From an optimization exercise on the open Yosys and OpenROAD flow, aimed at small area and a short achievable clock period; shortcuts taken in it are not production practice. Function was checked by simulation only, so behaviour that the tests miss may differ from the original.

==> flow/design.v (excerpt) <==
module ising_core (
    input  logic        clk,
    input  logic        reset,
    input  logic        wr_en,
    input  logic [31:0] wr_addr,
    input  logic [31:0] wdata,
    input  logic [31:0] rd_addr,
    output logic [31:0] rdata,
    input  logic        run,
    input  logic        spin_load,
    input  logic [15:0] spin_init,
    output logic [15:0] spins
);
clock: 8.0 ns
lec_check: 0
cap_margin: 20
core_margin: 2
core_utilization: 40
cts_cluster_diameter: 120
cts_cluster_size: 24
setup_slack_margin: 3.0
slew_margin: 20
standard.sh (not shown) runs the stock make flow with config.mk's settings and CLKGATE_MAP_FILE= SYNTH_SCRIPT=/design/flow/synth_recipe.tcl, a recipe that flattens the netlist after the stock synthesis.
==> flow/flow/run.sh <==
#!/bin/bash
# The standard synthesis, then an inverter clean-up of the netlist around the
# full adders (flow/polar.py), checked against the synthesized netlist by random
# simulation (flow/nsim.py; on any difference the clean-up is dropped), then
# the standard layout from that netlist.
set -euo pipefail
R=orfs/results/$FLOW_PLATFORM/ising_core/base
bash standard.sh synth > synth.log 2>&1
cp $R/1_2_yosys.v synth_netlist.v
cp synth_netlist.v polar_netlist.v
python3 flow/polar.py polar_netlist.v > polar.log 2>&1
if python3 flow/nsim.py synth_netlist.v polar_netlist.v > nsim.log 2>&1 && grep -q " 0 differ, 0 missing" nsim.log; then
  cp polar_netlist.v $R/1_2_yosys.v
  rm -f $R/1_synth.odb $R/1_synth.sdc
fi
bash standard.sh finish > finish.log 2>&1
Other scripts of this flow, unchanged in this note and not shown: flow/flow/nsim.py, flow/flow/polar.py
Then changed:
--- a/flow/config.mk
+++ b/flow/config.mk
@@ -8,5 +8,5 @@
 export CAP_MARGIN = 20
 export CORE_MARGIN = 2
-export CORE_UTILIZATION = 40
+export CORE_UTILIZATION = 50
 export CTS_CLUSTER_DIAMETER = 120
 export CTS_CLUSTER_SIZE = 24
What happened: Global-route usage grows by 9.5 points. Worst hold slack hardly moves. Non-clock buffer count shrinks by 24.
Then changed:
--- a/flow/flow/run.sh
+++ b/flow/flow/run.sh
@@ -3,5 +3,6 @@
 # full adders (flow/polar.py), checked against the synthesized netlist by random
 # simulation (flow/nsim.py; on any difference the clean-up is dropped), then
-# the standard layout from that netlist.
+# the standard layout from that netlist, with power recovery (downsizing
+# off the critical paths) after global routing.
 set -euo pipefail
 R=orfs/results/$FLOW_PLATFORM/ising_core/base
@@ -14,3 +15,3 @@
   rm -f $R/1_synth.odb $R/1_synth.sdc
 fi
-bash standard.sh finish > finish.log 2>&1
+bash standard.sh RECOVER_POWER=100 finish > finish.log 2>&1
--- a/flow/config.mk
+++ b/flow/config.mk
@@ -8,5 +8,5 @@
 export CAP_MARGIN = 20
 export CORE_MARGIN = 2
-export CORE_UTILIZATION = 50
+export CORE_UTILIZATION = 45
 export CTS_CLUSTER_DIAMETER = 120
 export CTS_CLUSTER_SIZE = 24
=> With this change the flow ran to the end with violations: max-capacitance violations, max-slew violations; synthesized area stays the same; setup slack degrades by 1400 ps; design area stays flat; non-clock buffer count goes up by 51; final cell count goes up by 3.4%; worst hold slack improves by 11 ps; clock-buffer cell count goes up by 5; core utilization goes down by 6.2 points.
Then changed:
--- a/flow/flow/run.sh
+++ b/flow/flow/run.sh
@@ -3,6 +3,5 @@
 # full adders (flow/polar.py), checked against the synthesized netlist by random
 # simulation (flow/nsim.py; on any difference the clean-up is dropped), then
-# the standard layout from that netlist, with power recovery (downsizing
-# off the critical paths) after global routing.
+# the standard layout from that netlist.
 set -euo pipefail
 R=orfs/results/$FLOW_PLATFORM/ising_core/base
@@ -15,3 +14,3 @@
   rm -f $R/1_synth.odb $R/1_synth.sdc
 fi
-bash standard.sh RECOVER_POWER=100 finish > finish.log 2>&1
+bash standard.sh finish > finish.log 2>&1
--- a/flow/config.mk
+++ b/flow/config.mk
@@ -11,4 +11,4 @@
 export CTS_CLUSTER_DIAMETER = 120
 export CTS_CLUSTER_SIZE = 24
-export SETUP_SLACK_MARGIN = 3.0
+export SETUP_SLACK_MARGIN = 2.75
 export SLEW_MARGIN = 20
Result: The new run finished with timing, DRC and antenna clean. Setup slack is better by 1300 ps. Wire length came out lower slightly. Synthesized area is unchanged. Critical path depth came out higher by 4. Final area came out lower by a few percent. Via count came out lower by a few percent. Utilization came out lower by 1.4 points. Fmax came out higher by a quarter to a third. Count of clock-buffer cells in the layout does not change.
Then changed:
--- a/flow/config.mk
+++ b/flow/config.mk
@@ -9,6 +9,4 @@
 export CORE_MARGIN = 2
 export CORE_UTILIZATION = 45
-export CTS_CLUSTER_DIAMETER = 120
-export CTS_CLUSTER_SIZE = 24
-export SETUP_SLACK_MARGIN = 2.75
+export SETUP_SLACK_MARGIN = 3.25
 export SLEW_MARGIN = 20
=>
- non-clock buffer count rose by 167
- hold slack is worse by 14 ps

---

Starting RTL as in the previous note.
==> flow/config.mk <==
export PLATFORM = sky130hd
export DESIGN_NAME = ising_core
export DESIGN_NICKNAME = ising_core
export VERILOG_FILES = /design/flow/design.v
export SDC_FILE = /design/flow/constraint.sdc
export NUM_CORES = 4
export LEC_CHECK = 0
export CAP_MARGIN = 20
export CORE_MARGIN = 2
export CORE_UTILIZATION = 35
export CTS_CLUSTER_DIAMETER = 120
export CTS_CLUSTER_SIZE = 24
export SETUP_SLACK_MARGIN = 3.25
export SLEW_MARGIN = 20
==> flow/constraint.sdc <==
create_clock -name core_clock -period 8.0 [get_ports {clk}]
set_input_delay 1.6000 -clock core_clock [delete_from_list [all_inputs] [get_ports {clk}]]
set_output_delay 1.6000 -clock core_clock [all_outputs]
set_load 0.01 [all_outputs]
==> flow/flow/run.sh <==
#!/bin/bash
# The standard synthesis, then an inverter clean-up of the netlist around the
# full adders (flow/polar.py), checked against the synthesized netlist by random
# simulation (flow/nsim.py; on any difference the clean-up is dropped), then
# the standard layout from that netlist.
set -euo pipefail
R=orfs/results/$FLOW_PLATFORM/ising_core/base
bash standard.sh synth > synth.log 2>&1
cp $R/1_2_yosys.v synth_netlist.v
cp synth_netlist.v polar_netlist.v
python3 flow/polar.py polar_netlist.v > polar.log 2>&1
if python3 flow/nsim.py synth_netlist.v polar_netlist.v > nsim.log 2>&1 && grep -q " 0 differ, 0 missing" nsim.log; then
  cp polar_netlist.v $R/1_2_yosys.v
  rm -f $R/1_synth.odb $R/1_synth.sdc
fi
bash standard.sh finish > finish.log 2>&1
Other scripts of this flow, unchanged in this note and not shown: flow/flow/nsim.py, flow/flow/polar.py
Edit:
CORE_UTILIZATION = 45   (was 35)
The new run finished clean.
Flip-flop and latch count is unchanged.
Area after synthesis stays the same.
Register-to-register slack gets better by 0.04 ns.
Cell area barely changes.
Core utilization goes up by 12 points.
Wire length hardly moves.
Edit:
CORE_UTILIZATION = 40   (was 45)
Sequential share of layout area grows by 0.14 points.
Flip-flop and latch count is unchanged.
Non-clock buffer count came out lower by 1.
Edit:
CORE_UTILIZATION = 45   (was 40)
SETUP_SLACK_MARGIN = 3.0   (was 3.25)
Worst hold slack gets better by 0.018 ns.
Worst setup slack degrades by 0.10 ns.
Cell area went down by about 1.6%.
Die area goes down by 11%.
Non-clock buffer count is lower by 68.
Sequential share of layout area is higher by 0.50 points.

---

== before ==
Another version of the RTL of ising_core (not shown whole).
Size in the first run: roughly 4500 cells after synthesis, roughly 170 I/O pins.
Design ising_core, start of the top module:
module ising_core (
    input  logic        clk,
    input  logic        reset,
    input  logic        wr_en,
    input  logic [31:0] wr_addr,
    input  logic [31:0] wdata,
    input  logic [31:0] rd_addr,
    output logic [31:0] rdata,
    input  logic        run,
    input  logic        spin_load,
    input  logic [15:0] spin_init,
    output logic [15:0] spins
);
Settings: LEC_CHECK=0, CAP_MARGIN=20, CORE_MARGIN=2, CORE_UTILIZATION=45, CTS_CLUSTER_DIAMETER=120, CTS_CLUSTER_SIZE=24, SETUP_SLACK_MARGIN=3.0, SLEW_MARGIN=20; clock period 8.0 ns.
Scripts as last shown in full above: flow/flow/run.sh
Other scripts of this flow, unchanged in this note and not shown: flow/flow/nsim.py, flow/flow/polar.py
The final layout from before, which completed every stage, passed the timing, design-rule and antenna checks at the end of the flow.
diff inputs: before => after
Settings: changing SETUP_SLACK_MARGIN from 3.0 to 2.5; removing CTS_CLUSTER_DIAMETER (formerly 120); removing CTS_CLUSTER_SIZE (formerly 24).
Findings:
Compare before and after | maximum level of the CTS H-tree lower: before. Compared with before, overall via count from detail_route in after increased slightly. Diff before and after: setup slack lower in after. [after] first-iteration detailed-routing DRC count fell about 1.1% relative to before. Compared with before, after shows number of buffers created by CTS that has gone up by more than 100%. after gives more total routed wirelength than before did. before → after: final area grew by 350 um2, worst slack at placement shrank by 0.095 ns.

re-timing with driven ports:
How much do the figures lean on ideal ports? The routed layouts below were timed once more, with nothing changed but the port constraints. Step 1: set_driving_cell puts a clkbuf_16 on clk and a buf_2 on each other input, an assumption about the parent block. Step 2, shift: input delay + t, output delay - t, t = (earliest + latest rising clock arrival at the registers) / 2. This alone moves slack from input paths to output paths. Three values: ideal, step 1, step 2; two values: the first two.
run	t, ns	setup slack, ns	worst slew at a driven data input, ns
the first run of note 1	0.761	2.864 / 2.898 / 2.171	0.10
the second run of note 1	0.742	2.638 / 2.697 / 1.955	0.12
the third run of note 1	0.748	1.224 / 1.269 / 0.522	0.12
the fourth run of note 1	0.732	2.573 / 2.625 / 1.893	0.09
the fifth run of note 1	0.784	2.831 / 2.831 / 2.374	0.13
the first run of note 2	0.746	2.844 / 2.844 / 2.619	0.10
the second run of note 2	0.724	2.880 / 2.880 / 2.468	0.16
the third run of note 2	0.742	2.883 / 2.883 / 2.670	0.11
the fourth run of note 2	0.746	2.780 / 2.780 / 2.182	0.12
before	0.770	2.446 / 2.446 / 2.053	0.04
after	0.780	2.242 / 2.295 / 1.515	0.10
The setup slack of after, which loses most, moves by +0.053 ns with the drivers and by -0.727 ns with both steps.
